This is an optimization exercise on Yosys and OpenROAD, whose aim is small area, not a production implementation. Only simulation tests tie the RTL to the original design; equivalence was not proved. Power is estimated from default activity; no workload was simulated.

==> flow/design.v <==
module register_file #(
   parameter int XLEN   = 32,
   parameter int PEND_W = 2
) (
   input  logic            clock,
   input  logic            reset,
   input  logic            wb_enable,
   input  logic [4:0]      rs_d,
   input  logic [XLEN-1:0] reg_d,
   input  logic [4:0]      addr_rs1,
   input  logic [4:0]      addr_rs2,
   output logic [XLEN-1:0] data_rs1,
   output logic [XLEN-1:0] data_rs2,
   input  logic            issue_valid,
   input  logic            issue_wb,
   input  logic [4:0]      issue_rd,
   input  logic            flush,
   output logic            rs1_busy,
   output logic            rs2_busy,
   output logic            rd_full
);
   logic [XLEN-1:0]   regs [1:31];
   logic [PEND_W-1:0] cnt  [1:31];
   logic              byp1, byp2, c1_rsd, nz1, nz2, full_any;
   logic [XLEN-1:0]   wdata;
   logic [31:1]       wsel, isel, sel1, sel2, nz, gt1, full;
   logic [31:1]       col [XLEN];     
   assign wdata = reset ? '0 : reg_d;
   assign byp1 = !reset && wb_enable && (rs_d != 5'd0) && (rs_d == addr_rs1);
   assign byp2 = !reset && wb_enable && (rs_d != 5'd0) && (rs_d == addr_rs2);
   rf_dec u_decw (.a(rs_d),     .en(wb_enable),          .y(wsel));
   rf_dec u_deci (.a(issue_rd), .en(!reset && issue_wb), .y(isel));
   rf_dec u_dec1 (.a(addr_rs1), .en(!reset && !byp1),    .y(sel1));
   rf_dec u_dec2 (.a(addr_rs2), .en(!reset && !byp2),    .y(sel2));
   for (genvar r = 1; r < 32; r++) begin : g_reg
      assign gt1[r]  = cnt[r][1];
      assign nz[r]   = cnt[r][1] || cnt[r][0];
      assign full[r] = cnt[r][1] && !cnt[r][0];
      always_ff @(posedge clock)
         if (reset || wsel[r])
            regs[r] <= wdata;
      logic up, dn;
      assign up = issue_valid && isel[r] && !full[r];
      assign dn = wsel[r] && nz[r];
      always_ff @(posedge clock)
         if (reset || flush)
            cnt[r] <= '0;
         else if (up != dn)
            cnt[r] <= {cnt[r][0] ^ dn, cnt[r][1] ^ up};
      for (genvar j = 0; j < XLEN; j++) begin : g_col
         assign col[j][r] = regs[r][j];
      end
   end
   for (genvar j = 0; j < XLEN; j++) begin : g_rd
      rf_sel32 u_rs1 (.d({col[j], reg_d[j]}), .s({sel1, byp1}), .y(data_rs1[j]));
      rf_sel32 u_rs2 (.d({col[j], reg_d[j]}), .s({sel2, byp2}), .y(data_rs2[j]));
   end
   rf_sel31 u_nz1  (.d(nz),   .s(sel1), .y(nz1));
   rf_sel31 u_nz2  (.d(nz),   .s(sel2), .y(nz2));
   rf_sel31 u_gt1  (.d(gt1),  .s(wsel), .y(c1_rsd));
   rf_sel31 u_full (.d(full), .s(isel), .y(full_any));
   assign rs1_busy = nz1 || (byp1 && c1_rsd);
   assign rs2_busy = nz2 || (byp2 && c1_rsd);
   assign rd_full  = full_any;
endmodule
module rf_sel32 (
   input  logic [31:0] d,
   input  logic [31:0] s,
   output logic        y
);
   logic [10:0] g;
   for (genvar k = 0; k < 10; k++) begin : g_ao
      rf_aoi222 u (.a(d[3*k+2:3*k]), .s(s[3*k+2:3*k]), .y(g[k]));
   end
   rf_aoi22 u_last (.a(d[31:30]), .s(s[31:30]), .y(g[10]));
   assign y = !(&g);
endmodule
module rf_sel31 (
   input  logic [31:1] d,
   input  logic [31:1] s,
   output logic        y
);
   logic [10:0] g;
   for (genvar k = 0; k < 10; k++) begin : g_ao
      rf_aoi222 u (.a(d[3*k+3:3*k+1]), .s(s[3*k+3:3*k+1]), .y(g[k]));
   end
   assign g[10] = !(d[31] && s[31]);
   assign y = !(&g);
endmodule
module rf_aoi222 (
   input  logic [2:0] a,
   input  logic [2:0] s,
   output logic       y
);
   assign y = !((a[0] && s[0]) || (a[1] && s[1]) || (a[2] && s[2]));
endmodule
module rf_aoi22 (
   input  logic [1:0] a,
   input  logic [1:0] s,
   output logic       y
);
   assign y = !((a[0] && s[0]) || (a[1] && s[1]));
endmodule
module rf_dec (
   input  logic [4:0]  a,
   input  logic        en,
   output logic [31:1] y
);
   logic [3:0] hi_n;
   logic [7:0] lo_n;
   rf_predec u_pre (.a(a), .en(en), .hi_n(hi_n), .lo_n(lo_n));
   rf_decfin u_fin (.hi_n(hi_n), .lo_n(lo_n), .y(y));
endmodule
module rf_predec (
   input  logic [4:0] a,
   input  logic       en,
   output logic [3:0] hi_n,
   output logic [7:0] lo_n
);
   for (genvar k = 0; k < 4; k++) begin : g_hi
      assign hi_n[k] = !(en && a[4:3] == 2'(k));
   end
   for (genvar m = 0; m < 8; m++) begin : g_lo
      assign lo_n[m] = !(a[2:0] == 3'(m));
   end
endmodule
module rf_decfin (
   input  logic [3:0]  hi_n,
   input  logic [7:0]  lo_n,
   output logic [31:1] y
);
   for (genvar i = 1; i < 32; i++) begin : g_y
      assign y[i] = !(hi_n[i / 8] || lo_n[i % 8]);
   end
endmodule
Settings: LEC_CHECK=0, CAP_MARGIN=20, CORE_MARGIN=2, CORE_UTILIZATION=40, SLEW_MARGIN=20, SYNTH_HIERARCHICAL=1; clock period 8.0 ns.
standard.sh (not shown) runs the stock make flow with config.mk's settings and CLKGATE_MAP_FILE= SYNTH_SCRIPT=/design/flow/synth_recipe.tcl, a recipe that flattens the netlist after the stock synthesis.
==> flow/flow/run.sh <==
#!/bin/bash
set -euo pipefail
export BUFFER_PORTS_ARGS="-buffer_cell sky130_fd_sc_hd__buf_1"
export CTS_ARGS="-sink_clustering_enable -repair_clock_nets -buf_list sky130_fd_sc_hd__clkbuf_16 -sink_clustering_size 24 -sink_clustering_max_diameter 80 -dont_use_dummy_load"
bash standard.sh > standard_flow.log 2>&1
The first run finished with timing, DRC and antenna clean.
Change:
--- a/flow/design.v
+++ b/flow/design.v
@@ -27,13 +27,13 @@
    logic [31:1]       col [XLEN];     
    assign wdata = reset ? '0 : reg_d;
    assign byp1 = !reset && wb_enable && (rs_d != 5'd0) && (rs_d == addr_rs1);
    assign byp2 = !reset && wb_enable && (rs_d != 5'd0) && (rs_d == addr_rs2);
-   rf_dec u_decw (.a(rs_d),     .en(wb_enable),          .y(wsel));
-   rf_dec u_deci (.a(issue_rd), .en(!reset && issue_wb), .y(isel));
-   rf_dec u_dec1 (.a(addr_rs1), .en(!reset && !byp1),    .y(sel1));
-   rf_dec u_dec2 (.a(addr_rs2), .en(!reset && !byp2),    .y(sel2));
    for (genvar r = 1; r < 32; r++) begin : g_reg
+      assign wsel[r] = wb_enable && (rs_d == 5'(r));
+      assign isel[r] = !reset && issue_wb && (issue_rd == 5'(r));
+      assign sel1[r] = !reset && !byp1 && (addr_rs1 == 5'(r));
+      assign sel2[r] = !reset && !byp2 && (addr_rs2 == 5'(r));
       assign gt1[r]  = cnt[r][1];
       assign nz[r]   = cnt[r][1] || cnt[r][0];
       assign full[r] = cnt[r][1] && !cnt[r][0];
       always_ff @(posedge clock)
@@ -100,36 +100,4 @@
    output logic       y
 );
    assign y = !((a[0] && s[0]) || (a[1] && s[1]));
 endmodule
-module rf_dec (
-   input  logic [4:0]  a,
-   input  logic        en,
-   output logic [31:1] y
-);
-   logic [3:0] hi_n;
-   logic [7:0] lo_n;
-   rf_predec u_pre (.a(a), .en(en), .hi_n(hi_n), .lo_n(lo_n));
-   rf_decfin u_fin (.hi_n(hi_n), .lo_n(lo_n), .y(y));
-endmodule
-module rf_predec (
-   input  logic [4:0] a,
-   input  logic       en,
-   output logic [3:0] hi_n,
-   output logic [7:0] lo_n
-);
-   for (genvar k = 0; k < 4; k++) begin : g_hi
-      assign hi_n[k] = !(en && a[4:3] == 2'(k));
-   end
-   for (genvar m = 0; m < 8; m++) begin : g_lo
-      assign lo_n[m] = !(a[2:0] == 3'(m));
-   end
-endmodule
-module rf_decfin (
-   input  logic [3:0]  hi_n,
-   input  logic [7:0]  lo_n,
-   output logic [31:1] y
-);
-   for (genvar i = 1; i < 32; i++) begin : g_y
-      assign y[i] = !(hi_n[i / 8] || lo_n[i % 8]);
-   end
-endmodule
=> Total power goes down slightly; hold slack is about the same; wire length goes down slightly; clock-buffer cell count goes down by 3; setup slack gets better by 0.34 ns; final area barely changes; sequential share of layout area barely changes; synthesized area goes up slightly; final cell count goes up by a few percent; clock power goes down by a few percent; non-clock buffer count goes up by 16.

## re-timing with driven ports
Ports are ideal in the flow. The routed layouts listed here were re-timed in OpenROAD.
Step 1, drivers: a clkbuf_16 drives clock and a buf_2 each remaining input, both assumed.
Step 2 also shifts input and output timing later by t, the mid clock arrival at the registers, as if the neighbouring blocks saw the same clock.
a / b / c = no drivers / after step 1 / after step 2; a / b = the first two.
run | t (ns) | setup slack, ns | latest minus earliest clock arrival (ns)
the first run | 0.718 | 0.385 / 0.354 / 0.354 | 0.088 / 0.088
the second run | 0.709 | 0.721 / 0.691 / 0.691 | 0.099 / 0.099
After both steps every run listed still meets setup and hold. For the first run, which loses most, drivers alone change the setup slack by -0.031 ns; drivers and shift together by -0.031 ns.
